Background: an optimization exercise with open tools, aiming at a short achievable clock period and few clock cycles per item. Do not read the settings as production practice. In this exercise RTL edits were held to simulation tests only and were not proved equivalent to the original. Power figures rest on the tool's default switching activity, not on a simulated workload.

==> flow/design.v <==
`timescale 1ns/100ps
`default_nettype none
package corePkg;
  typedef enum logic [4:0] {
    AluAnd     = 5'd0,
    AluEor     = 5'd1,
    AluSub     = 5'd2,
    AluRsb     = 5'd3,
    AluAdd     = 5'd4,
    AluAdc     = 5'd5,
    AluSbc     = 5'd6,
    AluRsc     = 5'd7,
    AluTst     = 5'd8,
    AluTeq     = 5'd9,
    AluCmp     = 5'd10,
    AluCmn     = 5'd11,
    AluOrr     = 5'd12,
    AluMov     = 5'd13,
    AluBic     = 5'd14,
    AluMvn     = 5'd15,
    AluAddFour = 5'd16
  } aluOpE;
  typedef enum logic [1:0] {
    StFetch,
    StMemRead,
    StDecode,
    StExecute
  } microStateE;
  typedef enum logic [3:0] {
    CondEq, CondNe, CondCs, CondCc, CondMi, CondPl, CondVs, CondVc,
    CondHi, CondLs, CondGe, CondLt, CondGt, CondLe, CondAl
  } condCodeE;
  typedef struct packed {
    logic n;
    logic z;
    logic c;
    logic v;
  } flagsT;
endpackage
`default_nettype wire
`timescale 1ns/100ps
`default_nettype none
module armCore (
  input  wire logic        clk,
  input  wire logic        rstN,
  output logic             wbCyc,
  output logic             wbStb,
  output logic [31:0]      wbAdr,
  input  wire logic [31:0] wbDatI,
  input  wire logic        wbAck,
  output logic             retireValid,
  output logic [3:0]       retireReg,
  output logic [31:0]      retireData,
  output logic [3:0]       flags
);
  function automatic logic condOk(input logic [3:0] cc, input logic n, input logic z,
                                  input logic c, input logic v);
    case (cc)
      4'd0:  condOk = z;
      4'd1:  condOk = !z;
      4'd2:  condOk = c;
      4'd3:  condOk = !c;
      4'd4:  condOk = n;
      4'd5:  condOk = !n;
      4'd6:  condOk = v;
      4'd7:  condOk = !v;
      4'd8:  condOk = c && !z;
      4'd9:  condOk = !c || z;
      4'd10: condOk = n == v;
      4'd11: condOk = n != v;
      4'd12: condOk = !z && (n == v);
      4'd13: condOk = z || (n != v);
      4'd14: condOk = 1'b1;
      default: condOk = 1'b0;
    endcase
  endfunction
  function automatic logic [32:0] ksCarry(input logic [31:0] g, input logic [31:0] p,
                                          input logic ci);
    logic [31:0] gg;
    logic [31:0] pp;
    gg = g;
    pp = p;
    for (int d = 1; d < 32; d = d * 2)
      for (int i = 31; i >= d; i--)
      begin
        gg[i] = gg[i] | (pp[i] & gg[i-d]);
        pp[i] = pp[i] & pp[i-d];
      end
    ksCarry = {gg | (pp & {32{ci}}), ci};
  endfunction
  function automatic logic [32:0] ksAdd(input logic [31:0] a, input logic [31:0] b,
                                        input logic ci);
    logic [32:0] c;
    c = ksCarry(a & b, a ^ b, ci);
    ksAdd = {c[32], a ^ b ^ c[31:0]};
  endfunction
  function automatic logic sumZero(input logic [31:0] a, input logic [31:0] b,
                                   input logic ci);
    sumZero = &(~(a ^ b ^ {a[30:0] | b[30:0], ci}));
  endfunction
  logic        stbQ;
  logic        jwQ;       
  logic [31:0] adrQ;
  logic [31:0] adrInc;
  logic        fire;
  logic        potJ;
  assign fire   = stbQ & wbAck;
  assign adrInc = adrQ + 32'd4;
  assign potJ   = (wbDatI[15:12] == 4'hF) && (wbDatI[24:23] != 2'b10) &&
                  (wbDatI[31:28] != 4'hF);
  logic [15:0] immW;
  logic [31:0] immF;
  logic        subF;
  assign immW = {wbDatI[7:0], 8'b0} >> {wbDatI[9:8], 1'b0};
  always_comb
  begin
    case (wbDatI[11:10])
      2'd0: immF = {immW[7:0], 16'b0, immW[15:8]};
      2'd1: immF = {immW[15:8], immW[7:0], 16'b0};
      2'd2: immF = {8'b0, immW[15:8], immW[7:0], 8'b0};
      default: immF = {16'b0, immW[15:8], immW[7:0]};
    endcase
  end
  assign subF = wbDatI[24:21] == 4'd2;
  logic        irV;
  logic        irPJ;
  logic [31:0] irQ;
  logic [31:0] irPc4;
  logic [31:0] immB;
  logic [15:0] rnSel;     
  logic [31:0] jOp;       
  logic        jCin;
  logic        xV;
  logic        xPJ;
  logic [31:0] xX;
  logic [31:0] xY;
  logic [3:0]  xCond;
  logic        xS;
  logic        xWr;
  logic [3:0]  xRd;
  logic        xArith;
  logic [1:0]  xLsel;
  logic [1:0]  xCsel;
  logic [14:0][31:0] rf;
  logic [14:0] rfOk;
  logic        nQ;
  logic        cQ;
  logic        vQ;
  logic        zf;
  logic        zNext;
  logic        cin;
  logic [32:0] sum;
  logic [31:0] res;
  logic        ovf;
  logic        take;
  logic        resolve;
  assign take    = xV && condOk(xCond, nQ, zf, cQ, vQ);
  assign resolve = xV && xPJ;
  logic [31:0] pl;
  logic [32:0] carry;
  assign cin = xCsel[1] ? cQ : xCsel[0];
  always_comb
  begin
    if (xArith)
      pl = xX ^ xY;
    else
    begin
      case (xLsel)
        2'd0: pl = xX & xY;
        2'd1: pl = xX ^ xY;
        2'd2: pl = xX | xY;
        default: pl = xY;
      endcase
    end
  end
  assign carry = ksCarry(xX & xY & {32{xArith}}, xX ^ xY, cin);
  assign res   = pl ^ carry[31:0];
  assign sum   = {carry[32], res};
  assign ovf   = (xX[31] == xY[31]) && (res[31] != xX[31]);
  assign zNext = xArith ? sumZero(xX, xY, cin) : ~|pl;
  logic [3:0]  op;
  logic [3:0]  rn;
  logic [31:0] rfv;
  logic        fwd;
  logic        swap;
  logic        invB;
  logic        arith;
  logic [1:0]  lsel;
  logic [1:0]  csel;
  logic [31:0] otherX;
  logic [31:0] otherY;
  assign op  = irQ[24:21];
  assign rn  = irQ[19:16];
  always_comb
  begin
    rfv = {32{rnSel[15]}} & irPc4;
    for (int k = 0; k < 15; k++)
      rfv = rfv | ({32{rnSel[k] & rfOk[k]}} & rf[k]);
  end
  assign fwd = take && xWr && (xRd == rn);
  always_comb
  begin
    swap  = 1'b0;
    invB  = 1'b0;
    arith = 1'b1;
    lsel  = 2'd0;
    csel  = 2'd0;
    case (op)
      4'd0, 4'd8:  begin arith = 1'b0; lsel = 2'd0; end
      4'd1, 4'd9:  begin arith = 1'b0; lsel = 2'd1; end
      4'd2, 4'd10: begin invB = 1'b1; csel = 2'd1; end
      4'd3:        begin swap = 1'b1; csel = 2'd1; end
      4'd4, 4'd11: ;
      4'd5:        csel = 2'd2;
      4'd6:        begin invB = 1'b1; csel = 2'd2; end
      4'd7:        begin swap = 1'b1; csel = 2'd2; end
      4'd12:       begin arith = 1'b0; lsel = 2'd2; end
      4'd13:       begin arith = 1'b0; lsel = 2'd3; end
      4'd14:       begin arith = 1'b0; lsel = 2'd0; invB = 1'b1; end
      default:     begin arith = 1'b0; lsel = 2'd3; invB = 1'b1; end
    endcase
  end
  assign otherX = swap ? immB : rfv;
  assign otherY = swap ? ~rfv : (invB ? ~immB : immB);
  logic        flagsStable;
  logic        irCondOk;
  logic        logicOp;
  logic        pcAddSub;
  logic        simpleJ;
  logic        early;
  logic        earlyTake;
  logic [31:0] jLogic;
  logic [31:0] jSum;
  logic [31:0] jTarget;
  logic [32:0] jAdd;
  assign flagsStable = !(xV && xS) || irQ[31:28] == 4'hE;
  assign irCondOk    = condOk(irQ[31:28], nQ, zf, cQ, vQ);
  assign logicOp     = op[3:2] == 2'b11 || op[3:1] == 3'b000;
  assign pcAddSub    = rn == 4'hF && (op == 4'd4 || op == 4'd2);
  assign simpleJ     = (logicOp && (rn == 4'hF || !(xV && xWr && xRd == rn))) || pcAddSub;
  assign early       = irV && irPJ && flagsStable && (simpleJ || !irCondOk);
  assign earlyTake   = irCondOk && simpleJ;
  assign jAdd        = ksAdd(irPc4, jOp, jCin);
  assign jSum        = jAdd[31:0];
  always_comb
  begin
    case (op)
      4'd0:    jLogic = rfv & immB;
      4'd1:    jLogic = rfv ^ immB;
      4'd12:   jLogic = rfv | immB;
      4'd13:   jLogic = immB;
      4'd14:   jLogic = rfv & ~immB;
      default: jLogic = ~immB;
    endcase
  end
  assign jTarget = logicOp ? jLogic : jSum;
  logic        stbNext;
  logic [31:0] adrNext;
  always_comb
  begin
    stbNext = stbQ;
    if (fire)
      stbNext = !potJ;
    else if (!jwQ || resolve || early)
      stbNext = 1'b1;
    adrNext = adrQ;
    if (fire)
      adrNext = adrInc;
    else if (early && earlyTake)
      adrNext = jTarget;
    else if (resolve && take)
      adrNext = res;
  end
  logic        wbStbQ;
  logic [31:0] wbAdrQ;
  always_ff @(posedge clk or negedge rstN)
  begin
    if (!rstN)
    begin
      wbStbQ <= 1'b0;
      wbAdrQ <= 32'b0;
    end
    else
    begin
      wbStbQ <= fire ? !potJ : (stbQ || !jwQ || resolve || early);
      if (resolve && take)
        wbAdrQ <= res;
      else if (early && earlyTake)
        wbAdrQ <= jTarget;
      else if (fire)
        wbAdrQ <= adrInc;
      else
        wbAdrQ <= adrQ;
    end
  end
  always_ff @(posedge clk or negedge rstN)
  begin
    if (!rstN)
    begin
      stbQ <= 1'b0;
      jwQ  <= 1'b0;
      adrQ <= 32'b0;
      irV  <= 1'b0;
      xV   <= 1'b0;
    end
    else
    begin
      if (fire && potJ)
        jwQ <= 1'b1;
      else if (resolve || early)
        jwQ <= 1'b0;
      adrQ <= adrNext;
      stbQ <= stbNext;
      irV <= fire;
      xV  <= irV;
    end
  end
  always_ff @(posedge clk)
  begin
    irQ   <= wbDatI;
    irPJ  <= potJ;
    irPc4 <= adrInc;
    immB  <= immF;
    for (int k = 0; k < 16; k++)
      rnSel[k] <= wbDatI[19:16] == k;
    jOp   <= subF ? ~immF : immF;
    jCin  <= subF;
    xPJ    <= irPJ && !early;
    xX     <= (fwd && !swap) ? res : otherX;
    xY     <= (fwd && swap) ? ~res : otherY;
    xCond  <= irQ[31:28];
    xS     <= irQ[20];
    xWr    <= irQ[24:23] != 2'b10;
    xRd    <= irQ[15:12];
    xArith <= arith;
    xLsel  <= lsel;
    xCsel  <= csel;
  end
  logic rfWe;
  assign rfWe = take && xWr && xRd != 4'hF;
  for (genvar k = 0; k < 15; k++)
  begin : gRf
    always_ff @(posedge clk)
    begin
      if (rfWe && xRd == k)
        rf[k] <= res;
    end
  end
  always_ff @(posedge clk or negedge rstN)
  begin
    if (!rstN)
      rfOk <= '0;
    else if (rfWe)
      rfOk[xRd] <= 1'b1;
  end
  always_ff @(posedge clk or negedge rstN)
  begin
    if (!rstN)
    begin
      nQ <= 1'b0;
      cQ <= 1'b0;
      vQ <= 1'b0;
      zf <= 1'b0;
    end
    else if (take && xS)
    begin
      nQ <= res[31];
      zf <= zNext;
      if (xArith)
      begin
        cQ <= sum[32];
        vQ <= ovf;
      end
    end
  end
  logic        retVQ;
  logic [3:0]  retRegQ;
  logic [31:0] retDataQ;
  logic [3:0]  flagsQ;
  always_ff @(posedge clk or negedge rstN)
  begin
    if (!rstN)
    begin
      retVQ  <= 1'b0;
      flagsQ <= 4'b0;
    end
    else
    begin
      retVQ  <= take && xWr;
      flagsQ <= {nQ, zf, cQ, vQ};
    end
  end
  always_ff @(posedge clk)
  begin
    retRegQ  <= xRd;
    retDataQ <= res;
  end
  assign wbStb       = wbStbQ;
  assign wbCyc       = wbStbQ;
  assign wbAdr       = wbAdrQ;
  assign retireValid = retVQ;
  assign retireReg   = retRegQ;
  assign retireData  = retDataQ;
  assign flags       = flagsQ;
endmodule
`default_nettype wire
==> flow/flow/run.sh <==
#!/bin/bash
set -euo pipefail
bash standard.sh SETUP_SLACK_MARGIN=${MARGIN:-6.2} finish > orfs_make.log 2>&1
==> flow/standard.sh <==
#!/bin/bash
# synth_recipe.tcl (not shown) runs the flow's synth.tcl, then flattens the netlist and writes it again
# the make line also repeats each setting of config.mk as NAME=value (left out here)
make -C /OpenROAD-flow-scripts/flow DESIGN_CONFIG=/design/flow/config.mk WORK_HOME=/design/flow/orfs CLKGATE_MAP_FILE= SYNTH_SCRIPT=/design/flow/synth_recipe.tcl "${@:-finish}"
==> flow/config.mk <==
export PLATFORM = sky130hd
export DESIGN_NAME = armCore
export DESIGN_NICKNAME = armCore
export VERILOG_FILES = /design/flow/design.v
export SDC_FILE = /design/flow/constraint.sdc
export NUM_CORES = 4
export LEC_CHECK = 0
export ABC_CLOCK_PERIOD_IN_PS = 2000
export CAP_MARGIN = 30
export CORE_MARGIN = 2
export CORE_UTILIZATION = 45
export SLEW_MARGIN = 30
==> flow/constraint.sdc <==
create_clock -name core_clock -period 9.0 [get_ports {clk}]
set_input_delay 1.8000 -clock core_clock [delete_from_list [all_inputs] [get_ports {clk}]]
set_output_delay 1.8000 -clock core_clock [all_outputs]
set_load 0.01 [all_outputs]
==> metrics.cfg, run 1 <==
[route]
routed_wl_um = 163000
drtIter0Drc = 4381
drcViolationCount = 0
wl_per_cell_um = 32.6
vias = 31900
antenna_left = 0
via_per_inst = 6.39
dr.pass1.iters = 5

[logic_synthesis]
yosysUniqueCellTypes = 99
syn_area_sq_mm = 0.0383
ys_ff_latch = 827
yosys.area.top_type = edfxtp_1
synth_top_flop_cell = edfxtp_1
ys_seq_area_share_pct = 56.9
yosys-top-cells-area = edfxtp_1 38%, dfxtp_1 13%, dfrtp_1 6.1%
ys_async_sr_fraction_pct = 11.2
ys.warnings.count = 1
synth_top_area_share_pct = 37.6
syn-num-nets = 3515
postSynthAreaPerCell_sq_um = 11.4
synthCells = 3376
synth_enable_flop_cells = 480

[critical_path]
path_delay_family = flip-flops
start_kind = flop
path_class = flop to output pin
slowest_stage = dfrtp_2
critPathArrivalTime_ps = 1290
critPathCaptureType = output pin
reg2reg_to = wbAdrQ[19]
crit_chain = buf_6
worstPathMaxFanout = 1
required_ps = 7200
ff2ff_setup_slack_ps = 5950
r2r_start = vQ
crit_buf_inv = 1
max_stage_delay_ps = 470
ff2ff_path_depth = 11

[global_routing]
grt_overflow_total = 0
grt.total_usage_pct = 33.9
use_met2_pct = 54.4
grt_pass1_vias = 29400
grtUsageMet1_pct = 44.0
met3_usage_pct = 6.80
busiest_layer = met2
antenna_found_initial = 16
grt_pass1_wl_um = 212000
grt_max_degree = 72

[run_status]
status = complete, no violations

[power]
power.leakage_nw = 19.5
total_power_w = 0.00958
max-vdd-ir-drop_v = 0.000153
power_density_mw_per_mm2 = 183

[sta]
tightestPinTransition_ps = 860
clock.fmax_mhz = 324
rsz0062_at_grt = true
finalSetupTns_ps = 0
relSlewSlack_pct = 42.1
final_max_slew_viol_count = 0
setup_viol = 0
fin_crit_sh_pct = 34.3
min_period_ps = 3090
fin_skew_ps = 93.8
hold_viol = 0

[clock_tree]
cts_tree = yes
htree_levels = 3
hold_buffers = 0
clk_latency_ps = 720
cts.sinks = 827
root_buffer = clkbuf_16
cts_inserted_buffers = 88
clk_pin_slew_ps = 70
cts_buffer_depth = 3

[die]
ios = 110
die_w_um = 296
num_rows = 107
start_util_pct = 45.2
fp.coreArea_sq_mm = 0.0847
die-area_sq_mm = 0.0875
die_h_um = 296

[place]
dp_hpwl_um = 91600
place_inst = 4474
numPortBuffers = 106
gp_congestion = 0.940

[finish]
final_layout_size_suffix_gt1_share_pct = 32.7
layout.nets = 3916
final_common_cell = edfxtp_1
fin_util_pct = 61.6
final_cell_mix = 480 x edfxtp_1, 209 x buf_4, 197 x nand2_1, 191 x dfxtp_1, 173 x nand3_1
stdcell_count = 4997
syn_to_final_growth_pct = 36.2

[hold_path]
hp-class = flop to flop
hold_end = xArith
min_delay_path_depth = 0
hp-start = arith

[run]
cap_violations = 0

state kept, by name, indices dropped and copies added (netlist names), 2 cells and up:
register  flops
xLsel         2
retDataQ     32
flagsQ        4
jOp          32
rfOk         15
xCond         4
csel          2
lsel          2
adrQ         32
irQ          17
xRd           4
immB         32
rnSel        16
xCsel         2
rf          480
retRegQ       4
wbAdrQ       32
xY           32
xX           32
irPc4        32
cells in the mapped netlist, drive strengths merged (8+ instances only):
cell type,count
buf,88
o21a,12
a221o,14
nor4,26
and4,15
nand2b,20
mux2i,60
a21oi,166
a22oi,126
xnor2,135
a211oi,12
nor3b,25
nand3,178
nor2b,17
o2111ai,11
or3,11
and3,23
or2,8
mux4,10
nor3,63
and2,31
a31oi,28
mux2,36
a221oi,47
o22ai,33
dfxtp,254
a22o,34
inv,118
dfrtp,93
o211ai,29
edfxtp,480
o21ai,154
a21o,42
a32o,17
ha,103
nand4,70
o31ai,23
a21boi,9
clkbuf,146
nand2,220
xor2,110
nor2,187
metrics by stage:
| step | hold WS [ps] | setup slack, ps | area, sq um |
|---|---|---|---|
| global route | 335 | 5890 | 52200 |
| CTS | 326 | 5880 | 48300 |
| floorplan | 310 | 6070 | 38700 |
| detailed placement | 312 | 4760 | 41000 |
| finish | 326 | 5910 | 52200 |
| global placement | 312 | 4750 | 40800 |
report_power, final:
group | internal (W) | total, W | switching [W]
Combinational | 0.000597 | 0.00148 | 0.000885
Clock | 0.00217 | 0.00382 | 0.00165
Sequential | 0.00419 | 0.00427 | 0.0000830
final cells by class:
type | count | area (sq um)
antenna | 4 | 10.0
clock buffer | 112 | 2350
clock inverter | 50 | 684
fill | 6398 | 32500
inverter | 120 | 500
multi-input combinational | 2199 | 18600
sequential | 827 | 22000
tap | 1144 | 1430
timing repair buffer | 540 | 6650
timing repair inverter | 1 | 7.51
layer usage:
layer  part of all wire (%)  wire, um
met1                     36     59300
met2                     45     73800
met3                     11     17800
met4                    7.2     11600
met5                  0.049        79
how the worst max path moves through the flow:
stage          depth (start not counted)        from    endpoint  slack, ps
6_report                               1  wbAdrQ[11]   wbAdr[11]       5910
5_1_grt                                1  wbAdrQ[11]   wbAdr[11]       5890
4_1_cts                                1  wbAdrQ[11]   wbAdr[11]       5880
3_5_place_dp                          10       wbAck  wbAdrQ[15]       4760
3_3_place_gp                           9      xArith     rf[316]       4750
2_1_floorplan                         12      xY[17]      xY[27]       6070
kinds of logic (layout without fill, tap and decap cells):
family                   Yosys count  count (layout)  synth area share [%]
AO/OA/AOI/OAI                    829             829                  14.9
XOR/XNOR                         245             245                  5.62
adder cells (fa/ha/maj)          104             104                  3.41
buffers and inverters            354             823                  3.80
flip-flops                       827             827                  56.9
multiplexers                     106             106                  3.22
other                              0               4                     0
AND/OR/NAND/NOR                  911             915                  12.1
timing repair:
| item | CTS | global route |
|---|---|---|
| endpoints found under the setup margin | 1269 | 1025 |
| cloned | 23 | 45 |
| pin swaps | 130 | 171 |
| resized for setup | 933 | 414 |
| buffers inserted | 180 | 109 |
Testbench counts, summed over its fixed seeds: cycles 19,800, instrs 9,600.
==> run 2, diff against run 1 <==
--- a/flow/config.mk
+++ b/flow/config.mk
@@ -8,5 +8,5 @@
 export ABC_CLOCK_PERIOD_IN_PS = 2000
 export CAP_MARGIN = 30
 export CORE_MARGIN = 2
-export CORE_UTILIZATION = 45
+export CORE_UTILIZATION = 35
 export SLEW_MARGIN = 30
==> metrics.cfg, run 2 <==
[power]
p_comb_share_pct = 16.5
intPower_w = 0.00699
p_sw_share_pct = 27.0
max-vdd-ir-drop_v = 0.000132
power.leakage_nw = 19.1
pwr-share-seq_pct = 44.6
switchingPower_w = 0.00259
clkPwrFrac_pct = 38.9
power_density_mw_per_mm2 = 186

[critical_path]
path_common_cell = buf_6
crit_chain = inv_1 > ha_4 > a21oi_4 > o211ai_1 > a211oi_2 > o211ai_4 > a21oi_4 > buf_6 > buf_6 > o22ai_4 > xnor2_2 > buf_6 > o21ai_4 > mux2_4
critPathCaptureType = flop
start_kind = flop
worstPathMaxFanout = 8
critPathArrivalTime_ps = 3680
required_ps = 9540
slowest_stage = a21oi_4
max_stage_delay_ps = 390
path_class = flop to flop

[place]
gp_congestion = 0.972
numPortBuffers = 106
dp_hpwl_um = 89000
placed_area_sq_mm = 0.0414

[logic_synthesis]
yosys-top-cells-area = edfxtp_1 38%, dfxtp_1 13%, dfrtp_1 6.1%
ys_async_sr_fraction_pct = 11.2
postSynthAreaPerCell_sq_um = 11.4
netlist_top_cells_count = 480 x edfxtp_1, 254 x dfxtp_1, 220 x nand2_1, 187 x nor2_1, 178 x nand3_1
syn-num-nets = 3515
synth_enable_flop_cells = 480
ys_ff_latch = 827
synth_top_flop_cell = edfxtp_1
synth_top_area_share_pct = 37.6
ys_seq_area_share_pct = 56.9
yosysUniqueCellTypes = 99
synthCells = 3376
syn_area_sq_mm = 0.0383
ys.warnings.count = 1
synth_most_common_cell = edfxtp_1
yosys.area.top_type = edfxtp_1

[clock_tree]
clk_pin_slew_ps = 70
root_buffer = clkbuf_16
cts_buffer_depth = 3
cts.sinks = 827
hold_buffers = 0
cts_tree = yes
cts_inserted_buffers = 88
clk_latency_ps = 680
htree_levels = 3

[global_routing]
grt_pass1_wl_um = 209000
grt_max_degree = 104
grt_pass1_vias = 28700
antenna_found_initial = 13
grt_overflow_total = 0
grt.total_usage_pct = 25.7

[finish]
multiInputGateArea_sq_mm = 0.0184
top_register = rf
final_cell_mix = 480 x edfxtp_1, 220 x buf_4, 201 x nand2_1, 179 x dfxtp_1, 171 x nand3_1
final_common_cell = edfxtp_1
final_layout_size_suffix_gt1_share_pct = 32.6
design_area_sq_mm = 0.0516
largest_register_ff_count = 480
layout.nets = 3887
fillers = 9476
syn_to_final_growth_pct = 34.7
regArea_sq_mm = 0.0220

[sta]
min_period_ps = 3140
fin_skew_ps = 43.5
rsz0062_at_grt = true
clock.fmax_mhz = 318
final_max_slew_viol_count = 0
tightestPinTransition_ps = 966
relSlewSlack_pct = 35.6
fin_crit_sh_pct = 34.9
setup_viol = 0
hold_viol = 0
finalSetupTns_ps = 0

[die]
fp.coreArea_sq_mm = 0.109
die_h_um = 335
ios = 110
die_w_um = 335
die-area_sq_mm = 0.112
num_rows = 121
start_util_pct = 35.3

[run]
cap_violations = 0

[route]
wl_per_cell_um = 30.0
drtIter0Drc = 4531
via_per_inst = 6.04
routed_wl_um = 157000
dr.pass1.iters = 6
drcViolationCount = 0
antenna_left = 0
vias = 31700

[hold_path]
hp-class = flop to flop

[run_status]
status = complete, no violations

-- run 2: cell counts after synthesis --
No cell type changed its count.
-- run 2: cell families after synthesis --
| kind of cell | Yosys count | share of synthesized area [%] |
|---|---|---|
| AO/OA/AOI/OAI | 829 | 14.9 |
| XOR/XNOR | 245 | 5.62 |
| adder cells (fa/ha/maj) | 104 | 3.41 |
| buffers and inverters | 354 | 3.80 |
| flip-flops | 827 | 56.9 |
| multiplexers | 106 | 3.22 |
| AND/OR/NAND/NOR | 911 | 12.1 |
-- run 2: path summary, 6_finish.rpt --
check                      startpoint         end  slack [ps]  cells past startpoint
min in group asynchronous        rstN         irV        1130                      1
min reg2reg                   lsel[1]    xLsel[1]         320                      0
min                           lsel[1]    xLsel[1]         320                      0
max in group asynchronous        rstN  wbAdrQ[13]        6420                      2
max                             xX[7]      xY[29]        5860                     14
max reg2reg                     xX[7]      xY[29]        5860                     14
-- run 2: what timing repair did --
item | in CTS | in global routing
endpoints found under the setup margin | 1267 | 1014
setup buffers | 153 | 120
cloned | 20 | 27
pin swaps | 117 | 162
resized for setup | 877 | 438
-- run 2: power by group through the flow --
stage	registers (W)	logic (W)	clock network (W)
4_1_cts	0.00428	0.00134	0.00376
2_1_floorplan	0.00432	0.000612	0
5_1_grt	0.00429	0.00164	0.00390
3_3_place_gp	0.00435	0.00102	0
3_5_place_dp	0.00435	0.00104	0
6_report	0.00428	0.00158	0.00373
-- run 2: final cells by class --
class,count,share of cell area (%)
Timing Repair inverter,3,0.0388
Timing Repair Buffer,507,11.6
Antenna cell,9,0.0436
Inverter,120,0.979
Clock buffer,122,4.97
Clock inverter,43,0.819
Multi-Input combinational cell,2201,35.6
Tap cell,1414,3.43
Sequential cell,827,42.6
-- run 2: stage by stage --
| stage | instances | util (%) | total power (W) | setup WS (ps) | hold WS (ps) |
|---|---|---|---|---|---|
| floorplan | 3376 | - | 0.00493 | 6070 | 310 |
| global placement | 4751 | 37.9 | 0.00537 | 4230 | 311 |
| detailed placement | 4751 | 38.0 | 0.00538 | 4190 | 315 |
| CTS | 5089 | 44.3 | 0.00938 | 5890 | 325 |
| global route | 5240 | 47.5 | 0.00982 | 5850 | 328 |
| finish | 5246 | 47.5 | 0.00958 | 5860 | 320 |
-- run 2: metal layers --
metal,share of wire [%],global-route usage (%),wire length (um),up-vias
met5,0.0083,0,13,-
met4,5.7,11.5,9040,2
met3,12,6.34,18800,486
met2,44,39.7,69600,2160
met1,38,34.2,59800,15700
li1,-,-,-,13400
-- run 2: worst max-delay path, delay by kind of cell (launching register included) --
family,cells,cell delay [ps]
AO/OA/AOI/OAI,7,1440
buffers and inverters,4,540
flip-flops,1,330
adder cells (fa/ha/maj),1,270
multiplexers,1,260
XOR/XNOR,1,200
==> run 3, diff against run 2 <==
--- a/flow/design.v
+++ b/flow/design.v
@@ -132,6 +132,11 @@
   logic        jCin;
   logic        xV;
   logic        xPJ;
+  logic        xJS;       
+  logic [31:0] xJT;
+  logic        lateQ;     
+  logic        lateTk;
+  logic [31:0] resQ;
   logic [31:0] xX;
   logic [31:0] xY;
   logic [3:0]  xCond;
@@ -154,8 +159,10 @@
   logic        ovf;
   logic        take;
   logic        resolve;
+  logic        resolveN;
   assign take    = xV && condOk(xCond, nQ, zf, cQ, vQ);
-  assign resolve = xV && xPJ;
+  assign resolve  = xV && xPJ && xJS;
+  assign resolveN = xV && xPJ && !xJS;
   logic [31:0] pl;
   logic [32:0] carry;
   assign cin = xCsel[1] ? cQ : xCsel[0];
@@ -261,7 +268,7 @@
     stbNext = stbQ;
     if (fire)
       stbNext = !potJ;
-    else if (!jwQ || resolve || early)
+    else if (!jwQ || resolve || early || lateQ)
       stbNext = 1'b1;
     adrNext = adrQ;
     if (fire)
@@ -269,7 +276,9 @@
     else if (early && earlyTake)
       adrNext = jTarget;
     else if (resolve && take)
-      adrNext = res;
+      adrNext = xJT;
+    else if (lateQ && lateTk)
+      adrNext = resQ;
   end
   logic        wbStbQ;
   logic [31:0] wbAdrQ;
@@ -278,21 +287,25 @@
     if (!rstN)
     begin
       wbStbQ <= 1'b0;
-      wbAdrQ <= 32'b0;
     end
     else
     begin
-      wbStbQ <= fire ? !potJ : (stbQ || !jwQ || resolve || early);
-      if (resolve && take)
-        wbAdrQ <= res;
-      else if (early && earlyTake)
-        wbAdrQ <= jTarget;
-      else if (fire)
-        wbAdrQ <= adrInc;
-      else
-        wbAdrQ <= adrQ;
+      wbStbQ <= fire ? !potJ : (stbQ || !jwQ || resolve || early || lateQ);
     end
   end
+  always_ff @(posedge clk)
+  begin
+    if (lateQ && lateTk)
+      wbAdrQ <= resQ;
+    else if (resolve && take)
+      wbAdrQ <= xJT;
+    else if (early && earlyTake)
+      wbAdrQ <= jTarget;
+    else if (fire)
+      wbAdrQ <= adrInc;
+    else
+      wbAdrQ <= adrQ;
+  end
   always_ff @(posedge clk or negedge rstN)
   begin
     if (!rstN)
@@ -302,13 +315,17 @@
       adrQ <= 32'b0;
       irV  <= 1'b0;
       xV   <= 1'b0;
+      lateQ  <= 1'b0;
+      lateTk <= 1'b0;
     end
     else
     begin
       if (fire && potJ)
         jwQ <= 1'b1;
-      else if (resolve || early)
+      else if (resolve || early || lateQ)
         jwQ <= 1'b0;
+      lateQ  <= resolveN;
+      lateTk <= take;
       adrQ <= adrNext;
       stbQ <= stbNext;
       irV <= fire;
@@ -326,6 +343,10 @@
     jOp   <= subF ? ~immF : immF;
     jCin  <= subF;
     xPJ    <= irPJ && !early;
+    xJS    <= simpleJ;
+    xJT    <= jTarget;
+    if (xV)
+      resQ <= res;
     xX     <= (fwd && !swap) ? res : otherX;
     xY     <= (fwd && swap) ? ~res : otherY;
     xCond  <= irQ[31:28];
--- a/flow/config.mk
+++ b/flow/config.mk
@@ -8,5 +8,5 @@
 export ABC_CLOCK_PERIOD_IN_PS = 2000
 export CAP_MARGIN = 30
 export CORE_MARGIN = 2
-export CORE_UTILIZATION = 35
+export CORE_UTILIZATION = 45
 export SLEW_MARGIN = 30
==> metrics.cfg, run 3 <==
[run_status]
status = complete, no violations

[route]
drtIter0Drc = 4365
wl_per_cell_um = 31.5
dr.pass1.iters = 8
antenna_left = 0
routed_wl_um = 167000
drcViolationCount = 0
vias = 34100
via_per_inst = 6.43

[sta]
relSlewSlack_pct = 45.8
fin_skew_ps = 25.1
hold_viol = 0
tightestPinTransition_ps = 805
finalSetupTns_ps = 0
final_max_slew_viol_count = 0
rsz0062_at_grt = true
clock.fmax_mhz = 328
setup_viol = 0
min_period_ps = 3040
fin_crit_sh_pct = 33.8

[clock_tree]
cts_inserted_buffers = 96
cts_tree = yes
htree_levels = 3
cts_buffer_depth = 3
clk_latency_ps = 680
clk_pin_slew_ps = 60
cts.sinks = 894
hold_buffers = 0
root_buffer = clkbuf_16

[critical_path]
critPathArrivalTime_ps = 3560
path_common_cell = buf_12
max_stage_delay_ps = 560
critPathCaptureType = flop
required_ps = 9520
worstPathMaxFanout = 6
start_kind = flop
crit_chain = buf_6 > buf_12 > and2_4 > buf_12 > a22oi_2 > nand2_2 > or4_4 > xnor2_2 > o22ai_1 > a221o_1 > o21ai_1 > a31oi_1
path_class = flop to flop
slowest_stage = or4_4

[die]
num_rows = 110
ios = 110
fp.coreArea_sq_mm = 0.0900
die_h_um = 305
start_util_pct = 45.4
die-area_sq_mm = 0.0932
die_w_um = 305

[logic_synthesis]
postSynthAreaPerCell_sq_um = 11.1
ys_ff_latch = 894
ys_seq_area_share_pct = 57.2
syn-num-nets = 3822
ys_async_sr_fraction_pct = 7.05
synth_top_flop_cell = edfxtp_1
syn_area_sq_mm = 0.0408
yosys.area.top_type = edfxtp_1
synth_top_area_share_pct = 37.7
synth_enable_flop_cells = 512
ys.warnings.count = 1
netlist_top_cells_count = 512 x edfxtp_1, 319 x dfxtp_1, 266 x nand3_1, 264 x nand2_1, 229 x nor2_1
synthCells = 3683
yosys-top-cells-area = edfxtp_1 38%, dfxtp_1 16%, dfrtp_1 3.9%
synth_most_common_cell = edfxtp_1
yosysUniqueCellTypes = 96

[power]
power.leakage_nw = 20.4
power_density_mw_per_mm2 = 187
total_power_w = 0.0101
max-vdd-ir-drop_v = 0.000151

[finish]
final_layout_size_suffix_gt1_share_pct = 30.3
layout.nets = 4176
largest_register_ff_count = 480
design_area_sq_mm = 0.0541
fillers = 7192
syn_to_final_growth_pct = 32.5
top_register = rf
final_cell_mix = 512 x edfxtp_1, 264 x nand3_1, 248 x nand2_1, 242 x dfxtp_1, 222 x buf_4
final_common_cell = edfxtp_1

[place]
gp_congestion = 0.958
dp_hpwl_um = 95700
placed_area_sq_mm = 0.0437
numPortBuffers = 106

[global_routing]
grt_max_degree = 66
grt_overflow_total = 0
antenna_found_initial = 11
grt_pass1_wl_um = 227000
grt_pass1_vias = 31200
grt.total_usage_pct = 33.8

[hold_path]
hp-class = flop to flop

[run]
cap_violations = 0

-- run 3: path summary, 6_finish.rpt --
check	slack, ps	endpoint	from	cells after the start
worst max-delay path	5960	wbAdrQ[23]	rfOk[7]	12
worst min-delay path	320	xArith	arith	0
worst max register to register	5960	wbAdrQ[23]	rfOk[7]	12
worst min register to register	320	xArith	arith	0
max in group asynchronous	7280	rfOk[10]	rstN	1
min in group asynchronous	1140	adrQ[22]	rstN	1
-- run 3: timing repair --
action | CTS | global route
buffers inserted | 211 | 90
resized for setup | 889 | 345
pin swaps | 143 | 149
cloned | 20 | 16
setup endpoints to repair | 1287 | 876
-- run 3: critical path, delay by kind of cell, from the launching register on --
| kind | cells | cell delay (ps) |
|---|---|---|
| and+or+nand+nor | 3 | 840 |
| xor gates and xnor gates | 1 | 170 |
| AOI/OAI and AO/OA | 5 | 1010 |
| DFF | 1 | 430 |
| buffers and inverters | 3 | 420 |
-- run 3: kinds of logic (layout without fill, tap and decap cells) --
group                    after synthesis  in the layout  synth area share [%]
adder cells (fa/ha/maj)              104            104                  3.21
XOR/XNOR                             227            227                  4.87
other                                  0              7                     0
AND/OR/NAND/NOR                     1101           1106                  13.5
buffers and inverters                394            819                  3.78
multiplexers                          95             95                  2.64
AO/OA/AOI/OAI                        868            868                  14.8
flip-flops                           894            894                  57.2
-- run 3: through the flow --
step	hold slack (ps)	worst slack (ps)	instances	utilization (%)
finish	324	5960	5296	60.1
global route	330	5880	5290	60.1
CTS	326	5940	5183	57.1
detailed placement	312	4360	4778	48.6
global placement	310	4410	4777	48.4
floorplan	310	6050	3683	-
-- run 3: final cells by class --
cell class | instances | area (sq um) | share of cell area [%]
diodes | 7 | 17.5 | 0.0324
multi-input cells | 2400 | 19200 | 35.5
inverters | 114 | 498 | 0.920
clock inverters | 54 | 643 | 1.19
clock buffers | 120 | 2600 | 4.81
well taps | 1176 | 1470 | 2.72
repair inverters | 1 | 7.51 | 0.0139
flip-flops and latches | 894 | 23500 | 43.4
repair buffers | 530 | 6180 | 11.4
-- run 3: per-layer routing --
metal | global-route usage [%] | share of wire (%) | vias up
met4 | 19.7 | 6.7 | 10
li1 | - | - | 14500
met1 | 43.0 | 37 | 17000
met3 | 8.35 | 12 | 507
met2 | 52.7 | 45 | 2053
met5 | 0 | 0.041 | -
-- run 3: power by group --
part / switching (W) / internal (W) / total, W
Clock: 0.00173 / 0.00240 / 0.00413
Combinational: 0.000818 / 0.000548 / 0.00137
Sequential: 0.0000823 / 0.00452 / 0.00460
Testbench counts of run 3, summed over its fixed seeds: cycles 19,824, instrs 9,600.
==> run 4, diff against run 3 <==
--- a/flow/config.mk
+++ b/flow/config.mk
@@ -8,5 +8,5 @@
 export ABC_CLOCK_PERIOD_IN_PS = 2000
 export CAP_MARGIN = 30
 export CORE_MARGIN = 2
-export CORE_UTILIZATION = 45
+export CORE_UTILIZATION = 55
 export SLEW_MARGIN = 30
==> metrics.cfg, run 4 <==
[critical_path]
max_stage_delay_ps = 410
crit_buf_inv = 5
worstPathMaxFanout = 6
path_class = flop to flop
slowest_stage = dfrtp_1
crit_chain = buf_12 > and2_4 > buf_12 > buf_12 > buf_4 > a22oi_2 > nand4_1 > nor2_4 > a41oi_2 > a311oi_2 > buf_4 > nor3_2 > a221oi_1 > a31oi_1
critPathArrivalTime_ps = 3580
ff2ff_path_depth = 14
r2r_start = rfOk[2]
required_ps = 9530
path_common_cell = buf_12
reg2reg_to = wbAdrQ[31]
ff2ff_setup_slack_ps = 5950
path_delay_family = compound AO/OA/AOI/OAI gates
critPathCaptureType = flop
start_kind = flop

[die]
ios = 110
num_rows = 99
die_w_um = 276
die-area_sq_mm = 0.0764
start_util_pct = 55.8
fp.coreArea_sq_mm = 0.0732
die_h_um = 276

[run]
cap_violations = 0

[global_routing]
antenna_found_initial = 21
grt_max_degree = 66
grt.total_usage_pct = 40.9
grt_pass1_vias = 32300
grt_overflow_total = 0
grt_pass1_wl_um = 226000

[route]
routed_wl_um = 169000
wl_per_cell_um = 33.1
antenna_left = 0
dr.pass1.iters = 8
vias = 34600
drtIter0Drc = 4954
drcViolationCount = 0
via_per_inst = 6.79

[clock_tree]
clk_pin_slew_ps = 60
root_buffer = clkbuf_16
clk_latency_ps = 690
cts.sinks = 894
cts_inserted_buffers = 93
cts_tree = yes
htree_levels = 3
cts_buffer_depth = 3

[place]
gp_congestion = 1.00
dp_hpwl_um = 95900
numPortBuffers = 106
placed_area_sq_mm = 0.0434

[logic_synthesis]
synth_top_area_share_pct = 37.7
netlist_top_cells_count = 512 x edfxtp_1, 319 x dfxtp_1, 266 x nand3_1, 264 x nand2_1, 229 x nor2_1
ys.warnings.count = 1
syn_area_sq_mm = 0.0408
yosys.area.top_type = edfxtp_1
syn-num-nets = 3822
synthCells = 3683
ys_async_sr_fraction_pct = 7.05
ys_ff_latch = 894
ys_seq_area_share_pct = 57.2
postSynthAreaPerCell_sq_um = 11.1
synth_enable_flop_cells = 512
yosysUniqueCellTypes = 96
yosys-top-cells-area = edfxtp_1 38%, dfxtp_1 16%, dfrtp_1 3.9%
synth_top_flop_cell = edfxtp_1
synth_most_common_cell = edfxtp_1

[finish]
layout.nets = 4193
multiInputGateArea_sq_mm = 0.0194
final_layout_size_suffix_gt1_share_pct = 31.2
fillers = 4767
largest_register_ff_count = 480
regArea_sq_mm = 0.0235
syn_to_final_growth_pct = 32.8
design_area_sq_mm = 0.0542
final_cell_mix = 512 x edfxtp_1, 263 x nand3_1, 248 x buf_4, 244 x nand2_1, 236 x dfxtp_1
top_register = rf
final_common_cell = edfxtp_1

[sta]
min_period_ps = 3050
fin_crit_sh_pct = 33.9
hold_viol = 0
final_max_slew_viol_count = 0
clock.fmax_mhz = 328
rsz0062_at_grt = true
fin_skew_ps = 57.6
tightestPinTransition_ps = 866
finalSetupTns_ps = 0
setup_viol = 0
relSlewSlack_pct = 42.2
fin_hold_ws_ps = 324

[power]
power_density_mw_per_mm2 = 184
max-vdd-ir-drop_v = 0.000211
power.leakage_nw = 20.6

[hold_path]
hp-class = flop to flop
min_delay_path_depth = 0
hp-start = irQ[14]
hold_end = xRd[2]

[run_status]
status = complete, no violations

[run 4: cell types whose count changed in the layout (fill, tap and decap cells not counted), moves of 7 or more]
| cell | delta |
|---|---|
| buf_4 | +26 |
| a22oi_1 | -12 |
| a22oi_2 | +12 |
| clkbuf_8 | +8 |
| buf_2 | -7 |
| clkbuf_1 | +7 |
| dfxtp_2 | +7 |
[run 4: through the flow]
| stage | instances | utilization (%) | total power [W] | setup WS (ps) |
|---|---|---|---|---|
| final | 5100 | 74.1 | 0.00999 | 5950 |
| after global routing | 5094 | 74.1 | 0.0102 | 5930 |
| after detailed placement | 4557 | 59.3 | 0.00563 | 4330 |
| after floorplan | 3683 | - | 0.00518 | 6050 |
| after CTS | 4971 | 69.8 | 0.00978 | 5980 |
| after global placement | 4557 | 59.1 | 0.00560 | 4430 |
[run 4: where the power goes]
group | internal, W | switching (W)
sequential | 0.00452 | 0.0000870
clock | 0.00237 | 0.00168
combinational | 0.000522 | 0.000819
total | 0.00741 | 0.00258
[run 4: worst max-delay path by stage]
stage,from,to,slack [ps],cells after the start
CTS,retVQ,retireValid,5980,1
global route,adrQ[4],wbAdrQ[31],5930,10
detailed placement,irQ[22],adrQ[4],4330,11
global placement,irQ[22],adrQ[5],4430,11
floorplan,xX[6],xX[23],6050,12
finish,rfOk[2],wbAdrQ[31],5950,14
[run 4: layout make-up]
type / count / share of cell area (%)
Antenna cell: 9 / 0.0415
Clock buffer: 127 / 4.75
Clock inverter: 46 / 1.22
Inverter: 114 / 0.921
Multi-Input combinational cell: 2402 / 35.8
Sequential cell: 894 / 43.3
Tap cell: 959 / 2.21
Timing Repair Buffer: 548 / 11.7
Timing Repair inverter: 1 / 0.00923
[run 4: kinds of logic after synthesis]
logic type	count (synthesis)	share of synthesized area, %
AOI/OAI and AO/OA	868	14.8
and+or+nand+nor	1101	13.5
buffers and inverters	394	3.78
DFF	894	57.2
adders and majority gates	104	3.21
muxes	95	2.64
xor gates and xnor gates	227	4.87
[run 4: routing by layer]
metal	wire [um]	vias up	GRT usage [%]	share of wire, %
li1	-	14500	-	-
met1	58500	17000	50.8	35
met4	14500	20	27.3	8.6
met2	74300	2438	63.1	44
met5	152	-	0	0.090
met3	21400	684	11.0	13
[run 4: repair_timing]
item	4_1_cts	5_1_grt
pin swaps	156	177
resized for setup	891	381
hold buffers	0	0
setup endpoints to repair	1295	865
buffers inserted	223	97
gates cloned	18	23
==> run 5, diff against run 4 <==
--- a/flow/design.v
+++ b/flow/design.v
@@ -106,8 +106,6 @@
   logic        potJ;
   assign fire   = stbQ & wbAck;
   assign adrInc = adrQ + 32'd4;
-  assign potJ   = (wbDatI[15:12] == 4'hF) && (wbDatI[24:23] != 2'b10) &&
-                  (wbDatI[31:28] != 4'hF);
   logic [15:0] immW;
   logic [31:0] immF;
   logic        subF;
@@ -153,6 +151,8 @@
   logic        vQ;
   logic        zf;
   logic        zNext;
+  assign potJ   = (wbDatI[15:12] == 4'hF) && (wbDatI[24:23] != 2'b10) &&
+                  (condOk(wbDatI[31:28], nQ, zf, cQ, vQ) || (irV && irQ[20]) || (xV && xS));
   logic        cin;
   logic [32:0] sum;
   logic [31:0] res;
@@ -184,7 +184,30 @@
   assign res   = pl ^ carry[31:0];
   assign sum   = {carry[32], res};
   assign ovf   = (xX[31] == xY[31]) && (res[31] != xX[31]);
-  assign zNext = xArith ? sumZero(xX, xY, cin) : ~|pl;
+  logic zAnd;
+  logic zEor;
+  logic zOrr;
+  logic zMov;
+  logic zSum;
+  assign zAnd  = ~|(xX & xY);
+  assign zEor  = xX == xY;
+  assign zOrr  = ~|(xX | xY);
+  assign zMov  = ~|xY;
+  assign zSum  = sumZero(xX, xY, cin);
+  always_comb
+  begin
+    if (xArith)
+      zNext = zSum;
+    else
+    begin
+      case (xLsel)
+        2'd0: zNext = zAnd;
+        2'd1: zNext = zEor;
+        2'd2: zNext = zOrr;
+        default: zNext = zMov;
+      endcase
+    end
+  end
   logic [3:0]  op;
   logic [3:0]  rn;
   logic [31:0] rfv;
@@ -240,7 +263,9 @@
   logic [31:0] jSum;
   logic [31:0] jTarget;
   logic [32:0] jAdd;
-  assign flagsStable = !(xV && xS) || irQ[31:28] == 4'hE;
+  assign flagsStable = !(xV && xS) || irQ[31:28] == 4'hE ||
+                       (!xArith && (irQ[31:28] == 4'd2 || irQ[31:28] == 4'd3 ||
+                                    irQ[31:28] == 4'd6 || irQ[31:28] == 4'd7));
   assign irCondOk    = condOk(irQ[31:28], nQ, zf, cQ, vQ);
   assign logicOp     = op[3:2] == 2'b11 || op[3:1] == 3'b000;
   assign pcAddSub    = rn == 4'hF && (op == 4'd4 || op == 4'd2);
--- a/flow/config.mk
+++ b/flow/config.mk
@@ -8,5 +8,5 @@
 export ABC_CLOCK_PERIOD_IN_PS = 2000
 export CAP_MARGIN = 30
 export CORE_MARGIN = 2
-export CORE_UTILIZATION = 55
+export CORE_UTILIZATION = 50
 export SLEW_MARGIN = 30
==> metrics.cfg, run 5 <==
[sta]
final_max_slew_viol_count = 0
setup_viol = 0
finalSetupTns_ps = 0
clock.fmax_mhz = 332
setup_slack_ps = 5990
min_period_ps = 3010
rsz0062_at_grt = true
hold_viol = 0
tightestPinTransition_ps = 885
fin_skew_ps = 85.8
fin_crit_sh_pct = 33.5
relSlewSlack_pct = 41.0

[place]
dp_worst_setup_slack_ps = 4620
place_inst = 4776
numPortBuffers = 106
dp_hpwl_um = 101000
gp_congestion = 0.960

[route]
routed_wl_um = 170000
vias = 35000
dr.pass1.iters = 6
wl_per_cell_um = 32.0
antenna_left = 0
drcViolationCount = 0
via_per_inst = 6.60
drtIter0Drc = 4677

[logic_synthesis]
postSynthAreaPerCell_sq_um = 10.9
netlist_top_cells_count = 512 x edfxtp_1, 319 x dfxtp_1, 293 x nand3_1, 282 x nand2_1, 233 x nor2_1
synth_most_common_cell = edfxtp_1
yosysUniqueCellTypes = 102
ys_ff_latch = 894
ys_seq_area_share_pct = 56.8
synth_top_area_share_pct = 37.4
synth_top_flop_cell = edfxtp_1
syn-num-nets = 3911
yosys.area.top_type = edfxtp_1
synth_enable_flop_cells = 512
synthCells = 3772
ys_async_sr_fraction_pct = 7.05
syn_area_sq_mm = 0.0411
ys.warnings.count = 1
yosys-top-cells-area = edfxtp_1 37%, dfxtp_1 16%, dfrtp_1 3.8%

[clock_tree]
cts_buffer_depth = 3
cts_tree = yes
cts.sinks = 894
clk_pin_slew_ps = 60
root_buffer = clkbuf_16
hold_buffers = 0
htree_levels = 3
clk_latency_ps = 710
cts_inserted_buffers = 93

[power]
max-vdd-ir-drop_v = 0.000178
power_density_mw_per_mm2 = 190
power.leakage_nw = 20.5

[die]
die_h_um = 291
fp.coreArea_sq_mm = 0.0817
num_rows = 105
die_w_um = 291
ios = 110
die-area_sq_mm = 0.0845
start_util_pct = 50.3

[critical_path]
critPathArrivalTime_ps = 3530
r2r_start = xY[9]
critPathCaptureType = flop
reg2reg_to = xY[30]
start_kind = flop
required_ps = 9510
path_class = flop to flop
ff2ff_setup_slack_ps = 5990
worstPathMaxFanout = 4
ff2ff_path_depth = 13

[finish]
layout.nets = 4291
largest_register_ff_count = 480
final_cell_mix = 512 x edfxtp_1, 286 x nand3_1, 262 x nand2_1, 256 x buf_4, 233 x dfxtp_1
final_layout_size_suffix_gt1_share_pct = 30.8
top_register = rf
syn_to_final_growth_pct = 32.2
final_common_cell = edfxtp_1
stdcell_count = 5309

[hold_path]
min_delay_path_depth = 0
hp-class = flop to flop
hold_end = xArith
hp-start = arith

[global_routing]
antenna_found_initial = 8
grt.total_usage_pct = 37.9
grt_pass1_wl_um = 232000
grt_overflow_total = 0
grt_max_degree = 84
grt_pass1_vias = 32500

[run]
cap_violations = 0

[run_status]
status = complete, no violations

-- run 5: worst max-delay path: stages, from the launching register on --
cell and delay [ps]:
dfxtp_4 380, inv_4 40, ha_4 290, a21o_1 150, a21boi_2 70, o221a_4 300
or4_4 440, o21bai_4 320, a21o_4 220, xor2_4 170, buf_12 180, a21o_1 150
buf_4 100, o21ai_1 60
-- run 5: layout make-up --
| cell class | instances | area [sq um] |
|---|---|---|
| multi-input combinational | 2492 | 19400 |
| tap | 1070 | 1340 |
| sequential | 894 | 23500 |
| fill | 6109 | 27400 |
| clock buffer | 132 | 2670 |
| clock inverter | 44 | 632 |
| inverter | 115 | 468 |
| timing repair inverter | 1 | 8.76 |
| timing repair buffer | 555 | 6270 |
| antenna | 6 | 15.0 |
-- run 5: logic make-up (layout without fill, tap and decap cells) --
logic type | count (synthesis) | in the layout | synth area share (%)
AND/OR/NAND/NOR | 1207 | 1214 | 14.8
buffers and inverters | 393 | 847 | 3.77
flip-flops | 894 | 894 | 56.8
multiplexers | 81 | 81 | 2.09
other | 0 | 6 | 0
AO/OA/AOI/OAI | 867 | 867 | 14.5
XOR/XNOR | 226 | 226 | 4.82
adder cells (fa/ha/maj) | 104 | 104 | 3.18
-- run 5: worst max path at each step --
stage	slack [ps]	from	cells after the start	endpoint
6_report	5990	xY[9]	13	xY[30]
5_1_grt	5940	xY[14]	14	nQ
4_1_cts	5980	wbStbQ	1	wbStb
3_5_place_dp	4620	xV	11	adrQ[23]
3_3_place_gp	4430	irQ[24]	11	adrQ[23]
2_1_floorplan	6070	wbDatI[31]	9	stbQ
-- run 5: what timing repair did --
item	CTS	global route
pin swaps	159	221
gates cloned	20	15
gates resized for setup	913	358
buffers inserted	207	109
endpoints found under the setup margin	1145	882
-- run 5: where the power goes --
| group | switching [W] | internal [W] | total [W] |
|---|---|---|---|
| clock network | 0.00172 | 0.00238 | 0.00410 |
| logic | 0.000946 | 0.000641 | 0.00159 |
| registers | 0.0000998 | 0.00453 | 0.00463 |
| total | 0.00277 | 0.00755 | 0.0103 |
-- run 5: per-stage QoR --
| stage | total power (W) | cell area (sq um) | hold slack [ps] | utilization [%] |
|---|---|---|---|---|
| after global routing | 0.0105 | 54300 | 332 | 66.5 |
| final | 0.0103 | 54300 | 324 | 66.5 |
| after detailed placement | 0.00582 | 43900 | 314 | 53.7 |
| after global placement | 0.00581 | 43800 | 315 | 53.6 |
| after floorplan | 0.00528 | 41600 | 310 | - |
| after CTS | 0.0101 | 51600 | 327 | 63.1 |
-- run 5: per-layer routing --
layer | track usage [%] | vias up | part of all wire, %
met1 | 49.3 | 17500 | 38
met2 | 60.0 | 2236 | 45
li1 | - | 14800 | -
met4 | 20.7 | 6 | 6.6
met3 | 7.46 | 517 | 10
met5 | 0 | - | 0.016
Testbench counts of run 5, summed over its fixed seeds: cycles 19,675, instrs 9,600.
==> run 6, diff against run 5 <==
--- a/flow/config.mk
+++ b/flow/config.mk
@@ -5,7 +5,7 @@
 export SDC_FILE = /design/flow/constraint.sdc
 export NUM_CORES = 4
 export LEC_CHECK = 0
-export ABC_CLOCK_PERIOD_IN_PS = 2000
+export ABC_CLOCK_PERIOD_IN_PS = 2800
 export CAP_MARGIN = 30
 export CORE_MARGIN = 2
 export CORE_UTILIZATION = 50
==> metrics.cfg, run 6 <==
[logic_synthesis]
ys_seq_area_share_pct = 56.8
ys_async_sr_fraction_pct = 7.05
yosys-top-cells-area = edfxtp_1 37%, dfxtp_1 16%, dfrtp_1 3.8%
synth_top_flop_cell = edfxtp_1
ys_ff_latch = 894
synthCells = 3772
synth_most_common_cell = edfxtp_1
ys.warnings.count = 1
yosysUniqueCellTypes = 102
yosys.area.top_type = edfxtp_1
postSynthAreaPerCell_sq_um = 10.9
syn_area_sq_mm = 0.0411
synth_enable_flop_cells = 512
netlist_top_cells_count = 512 x edfxtp_1, 319 x dfxtp_1, 293 x nand3_1, 282 x nand2_1, 233 x nor2_1
syn-num-nets = 3911
synth_top_area_share_pct = 37.4

[finish]
top_register = rf
fillers = 6109
final_layout_size_suffix_gt1_share_pct = 30.8
layout.nets = 4291
stdcell_count = 5309
final_common_cell = edfxtp_1
final_cell_mix = 512 x edfxtp_1, 286 x nand3_1, 262 x nand2_1, 256 x buf_4, 233 x dfxtp_1
syn_to_final_growth_pct = 32.2
largest_register_ff_count = 480
multiInputGateArea_sq_mm = 0.0194
regArea_sq_mm = 0.0235

[clock_tree]
cts_tree = yes
root_buffer = clkbuf_16
cts.sinks = 894
htree_levels = 3
cts_inserted_buffers = 93
clk_pin_slew_ps = 60
clk_latency_ps = 710
cts_buffer_depth = 3

[place]
gp_congestion = 0.960
dp_hpwl_um = 101000
dp_worst_setup_slack_ps = 4620
place_inst = 4776
numPortBuffers = 106

[die]
num_rows = 105
fp.coreArea_sq_mm = 0.0817
start_util_pct = 50.3
die_w_um = 291
ios = 110
die-area_sq_mm = 0.0845
die_h_um = 291

[critical_path]
critPathArrivalTime_ps = 3530
crit_chain = inv_4 > ha_4 > a21o_1 > a21boi_2 > o221a_4 > or4_4 > o21bai_4 > a21o_4 > xor2_4 > buf_12 > a21o_1 > buf_4 > o21ai_1
slowest_stage = or4_4
critPathCaptureType = flop
worstPathMaxFanout = 4
start_kind = flop
path_common_cell = a21o_1
max_stage_delay_ps = 440
ff2ff_setup_slack_ps = 5990
required_ps = 9510
path_class = flop to flop

[route]
drtIter0Drc = 4677
antenna_left = 0
dr.pass1.iters = 6
via_per_inst = 6.60
vias = 35000
routed_wl_um = 170000
drcViolationCount = 0
wl_per_cell_um = 32.0

[power]
power_density_mw_per_mm2 = 190
max-vdd-ir-drop_v = 0.000178
power.leakage_nw = 20.5

[sta]
relSlewSlack_pct = 41.0
finalSetupTns_ps = 0
fin_hold_ws_ps = 324
fin_skew_ps = 85.8
min_period_ps = 3010
tightestPinTransition_ps = 885
rsz0062_at_grt = true
fin_crit_sh_pct = 33.5
clock.fmax_mhz = 332
setup_viol = 0
hold_viol = 0
setup_slack_ps = 5990
final_max_slew_viol_count = 0

[global_routing]
grt_overflow_total = 0
grt_pass1_vias = 32500
grt_max_degree = 84
grt.total_usage_pct = 37.9
antenna_found_initial = 8
grt_pass1_wl_um = 232000

[run_status]
status = complete, no violations

[run]
cap_violations = 0

[hold_path]
hp-class = flop to flop

run 6: cell counts in the layout (fill, tap and decap cells not counted):
No cell type changed its count.
run 6: cell type report:
| cell class | count | share of cell area [%] |
|---|---|---|
| tap | 1070 | 2.46 |
| clock inverter | 44 | 1.16 |
| inverter | 115 | 0.861 |
| timing repair inverter | 1 | 0.0161 |
| antenna | 6 | 0.0276 |
| clock buffer | 132 | 4.91 |
| timing repair buffer | 555 | 11.5 |
| sequential | 894 | 43.3 |
| multi-input combinational | 2492 | 35.7 |
run 6: cell families (layout without fill, tap and decap cells):
logic type	after synthesis	count (layout)	synth area share [%]
buffers and inverters	393	847	3.77
muxes	81	81	2.09
and+or+nand+nor	1207	1214	14.8
other	0	6	0
AOI/OAI and AO/OA	867	867	14.5
DFF	894	894	56.8
adders and majority gates	104	104	3.18
xor gates and xnor gates	226	226	4.82
run 6: final timing paths:
check                      start   endpoint  cells past startpoint
max reg2reg                xY[9]     xY[30]                     13
min in group asynchronous   rstN  flagsQ[2]                      1
min reg2reg                arith     xArith                      0
max in group asynchronous   rstN    adrQ[4]                      1
max                        xY[9]     xY[30]                     13
min                        arith     xArith                      0
run 6: stage by stage:
step | util, % | total power, W | area [sq um]
2_1_floorplan | - | 0.00528 | 41600
3_3_place_gp | 53.6 | 0.00581 | 43800
3_5_place_dp | 53.7 | 0.00582 | 43900
4_1_cts | 63.1 | 0.0101 | 51600
5_1_grt | 66.5 | 0.0105 | 54300
6_report | 66.5 | 0.0103 | 54300
run 6: where the power goes:
group / switching [W] / internal [W]
logic: 0.000946 / 0.000641
clock network: 0.00172 / 0.00238
registers: 0.0000998 / 0.00453
total: 0.00277 / 0.00755
run 6: per-layer routing:
metal  vias up  wire length (um)  track usage, %
met4         6             11300            20.7
met2      2236             77300            60.0
met5         -                28               0
li1      14800                 -               -
met3       517             17200            7.46
met1     17500             64300            49.3
run 6: worst max-delay path, delay by kind of cell (launching register included):
kind,cells,cell delay (ps)
AO/OA/AOI/OAI,7,1270
XOR/XNOR,1,170
adder cells (fa/ha/maj),1,290
buffers and inverters,3,320
flip-flops,1,380
AND/OR/NAND/NOR,1,440
run 6: timing repair:
item | CTS | global route
hold buffers | 0 | 0
pin swaps | 159 | 221
resized for setup | 913 | 358
setup buffers | 207 | 109
endpoints found under the setup margin | 1145 | 882
cloned | 20 | 15
==> run 7, diff against run 6 <==
==> flow/flow/run.sh (replaced) <==
#!/bin/bash
set -euo pipefail
bash standard.sh SETUP_SLACK_MARGIN=${MARGIN:-6.35} finish > orfs_make.log 2>&1
--- a/flow/config.mk
+++ b/flow/config.mk
@@ -5,7 +5,7 @@
 export SDC_FILE = /design/flow/constraint.sdc
 export NUM_CORES = 4
 export LEC_CHECK = 0
-export ABC_CLOCK_PERIOD_IN_PS = 2800
+export ABC_CLOCK_PERIOD_IN_PS = 1500
 export CAP_MARGIN = 30
 export CORE_MARGIN = 2
 export CORE_UTILIZATION = 50
==> metrics.cfg, run 7 <==
[sta]
rsz0062_at_grt = true
fin_crit_sh_pct = 33.5
fin_skew_ps = 73.9
final_max_slew_viol_count = 0
tightestPinTransition_ps = 914
setup_viol = 0
hold_viol = 0
min_period_ps = 3020
clock.fmax_mhz = 332
finalSetupTns_ps = 0
relSlewSlack_pct = 38.7
setup_slack_ps = 5980

[logic_synthesis]
ys_seq_area_share_pct = 56.8
ys_async_sr_fraction_pct = 7.05
syn_area_sq_mm = 0.0411
synth_enable_flop_cells = 512
ys.warnings.count = 1
synth_most_common_cell = edfxtp_1
synth_top_area_share_pct = 37.4
ys_ff_latch = 894
netlist_top_cells_count = 512 x edfxtp_1, 319 x dfxtp_1, 293 x nand3_1, 282 x nand2_1, 233 x nor2_1
synthCells = 3772
synth_top_flop_cell = edfxtp_1
yosysUniqueCellTypes = 102
postSynthAreaPerCell_sq_um = 10.9
yosys-top-cells-area = edfxtp_1 37%, dfxtp_1 16%, dfrtp_1 3.8%
syn-num-nets = 3911
yosys.area.top_type = edfxtp_1

[power]
power.leakage_nw = 22.6
intPower_w = 0.00764
p_comb_share_pct = 15.6
pwr-share-seq_pct = 44.4
max-vdd-ir-drop_v = 0.000206
power_density_mw_per_mm2 = 176
total_power_w = 0.0104
switchingPower_w = 0.00280
clkPwrFrac_pct = 40.0
p_sw_share_pct = 26.8

[clock_tree]
clk_pin_slew_ps = 60
cts_tree = yes
cts_buffer_depth = 3
htree_levels = 3
clk_latency_ps = 700
root_buffer = clkbuf_16
cts_inserted_buffers = 93
cts.sinks = 894
hold_buffers = 0

[critical_path]
required_ps = 7200
reg2reg_to = wbAdrQ[7]
ff2ff_setup_slack_ps = 6000
max_stage_delay_ps = 380
critPathCaptureType = output pin
ff2ff_path_depth = 13
path_delay_family = flip-flops
slowest_stage = dfrtp_1
worstPathMaxFanout = 2
r2r_start = nQ
critPathArrivalTime_ps = 1220
crit_buf_inv = 1
crit_chain = buf_2
start_kind = flop
path_class = flop to output pin

[finish]
largest_register_ff_count = 480
layout.nets = 4504
final_common_cell = edfxtp_1
fin_util_pct = 72.7
syn_to_final_growth_pct = 44.6
final_layout_size_suffix_gt1_share_pct = 37.3
top_register = rf
final_cell_mix = 512 x edfxtp_1, 284 x buf_4, 279 x nand3_1, 240 x nand2_1, 228 x dfxtp_1
stdcell_count = 5521

[hold_path]
hp-start = irQ[13]
min_delay_path_depth = 0
hp-class = flop to flop
hold_end = xRd[1]

[global_routing]
antenna_found_initial = 13
grt_max_degree = 64
grt.total_usage_pct = 42.6
grt_pass1_wl_um = 257000
grt_pass1_vias = 35300
grt_overflow_total = 0

[run_status]
status = complete, no violations

[die]
fp.coreArea_sq_mm = 0.0817
ios = 110
die_w_um = 291
die-area_sq_mm = 0.0845
start_util_pct = 50.3
num_rows = 105
die_h_um = 291

[route]
vias = 37500
drtIter0Drc = 4976
wl_per_cell_um = 35.2
routed_wl_um = 194000
antenna_left = 0
drcViolationCount = 0
via_per_inst = 6.79
dr.pass1.iters = 6

[place]
place_inst = 4764
numPortBuffers = 106
dp_hpwl_um = 103000
dp_worst_setup_slack_ps = 4690
gp_congestion = 0.962

[run]
cap_violations = 0

-- run 7: timing repair --
action                                  in CTS  in global routing
buffers inserted                           366                118
endpoints found under the setup margin    1336               1072
pin swaps                                  310                209
cloned                                      62                 30
gates resized for setup                   1305                348
-- run 7: per-layer routing --
layer | share of wire, % | global-route usage, % | vias up
li1 | - | - | 15300
met1 | 34 | 51.9 | 18500
met2 | 44 | 66.4 | 2872
met3 | 13 | 11.3 | 846
met4 | 8.8 | 29.2 | 20
met5 | 0.067 | 0 | -
-- run 7: cell type report --
| type | instances | area (sq um) |
|---|---|---|
| sequential | 894 | 23600 |
| fill | 5467 | 22300 |
| multi-input combinational | 2493 | 20700 |
| timing repair buffer | 766 | 9960 |
| clock buffer | 120 | 2570 |
| tap | 1070 | 1340 |
| clock inverter | 53 | 769 |
| inverter | 115 | 472 |
| antenna | 8 | 20.0 |
| timing repair inverter | 2 | 13.8 |
-- run 7: stage by stage --
| stage | instance area (sq um) | hold slack, ps |
|---|---|---|
| after floorplan | 42300 | 310 |
| after global placement | 44200 | 311 |
| after detailed placement | 44300 | 313 |
| after CTS | 56200 | 327 |
| after global routing | 59400 | 328 |
| final | 59400 | 326 |
-- run 7: power groups by stage --
stage / Clock, W / Sequential (W) / Combinational (W)
2_1_floorplan: 0 / 0.00467 / 0.000637
3_5_place_dp: 0 / 0.00472 / 0.00110
5_1_grt: 0.00433 / 0.00464 / 0.00168
4_1_cts: 0.00416 / 0.00463 / 0.00143
3_3_place_gp: 0 / 0.00471 / 0.00108
6_report: 0.00417 / 0.00464 / 0.00163
-- run 7: worst max-delay path by stage --
stage                     startpoint      end  slack (ps)  cells past startpoint
after CTS                     wbStbQ    wbStb        5980                      1
after global placement     wbDatI[8]  jOp[14]        4740                      7
after floorplan           wbDatI[31]     stbQ        6070                      9
final                         wbStbQ    wbStb        5980                      1
after global routing           xX[1]   xX[28]        5940                     14
after detailed placement   wbDatI[8]  jOp[11]        4690                      7
-- run 7: cell families (layout without fill, tap and decap cells) --
kind of cell	count (synthesis)	count (layout)	synth area share, %
XOR/XNOR	226	226	4.82
buffers and inverters	393	1056	3.77
adder cells (fa/ha/maj)	104	104	3.18
AO/OA/AOI/OAI	867	867	14.5
multiplexers	81	81	2.09
AND/OR/NAND/NOR	1207	1215	14.8
other	0	8	0
flip-flops	894	894	56.8

[static timing again, ports no longer ideal]
How much do the figures lean on ideal ports? The routed layouts below were timed once more, with nothing changed but the port constraints. Step 1: set_driving_cell puts a clkbuf_16 on clk and a buf_2 on each other input, an assumption about the parent block. Step 2, shift: input delay + t, output delay - t, t = (earliest + latest rising clock arrival at the registers) / 2. This alone moves slack from input paths to output paths. a / b / c = ideal / step 1 / step 2; a / b = the first two.
run | t (ns) | setup slack, ns | hold WS [ns] | worst setup path after step 2
run 1 | 0.733 | 5.910 / 5.845 / 5.528 | 0.326 / 0.326 / 0.326 | input to register
run 2 | 0.730 | 5.858 / 5.821 / 5.438 | 0.320 / 0.320 / 0.320 | input to register
run 3 | 0.740 | 5.955 / 5.895 / 5.251 | 0.324 / 0.324 / 0.324 | input to register
run 4 | 0.735 | 5.953 / 5.918 / 5.452 | 0.324 / 0.324 / 0.324 | input to register
run 5 | 0.740 | 5.986 / 5.928 / 5.490 | 0.324 / 0.324 / 0.324 | input to register
run 6 | 0.740 | 5.986 / 5.928 / 5.490 | 0.324 / 0.324 / 0.324 | input to register
run 7 | 0.739 | 5.984 / 5.910 / 5.515 | 0.326 / 0.326 / 0.326 | input to register
After both steps every run listed still meets setup and hold. The setup slack of run 3, which loses most, moves by -0.060 ns with the drivers and by -0.704 ns with both steps.
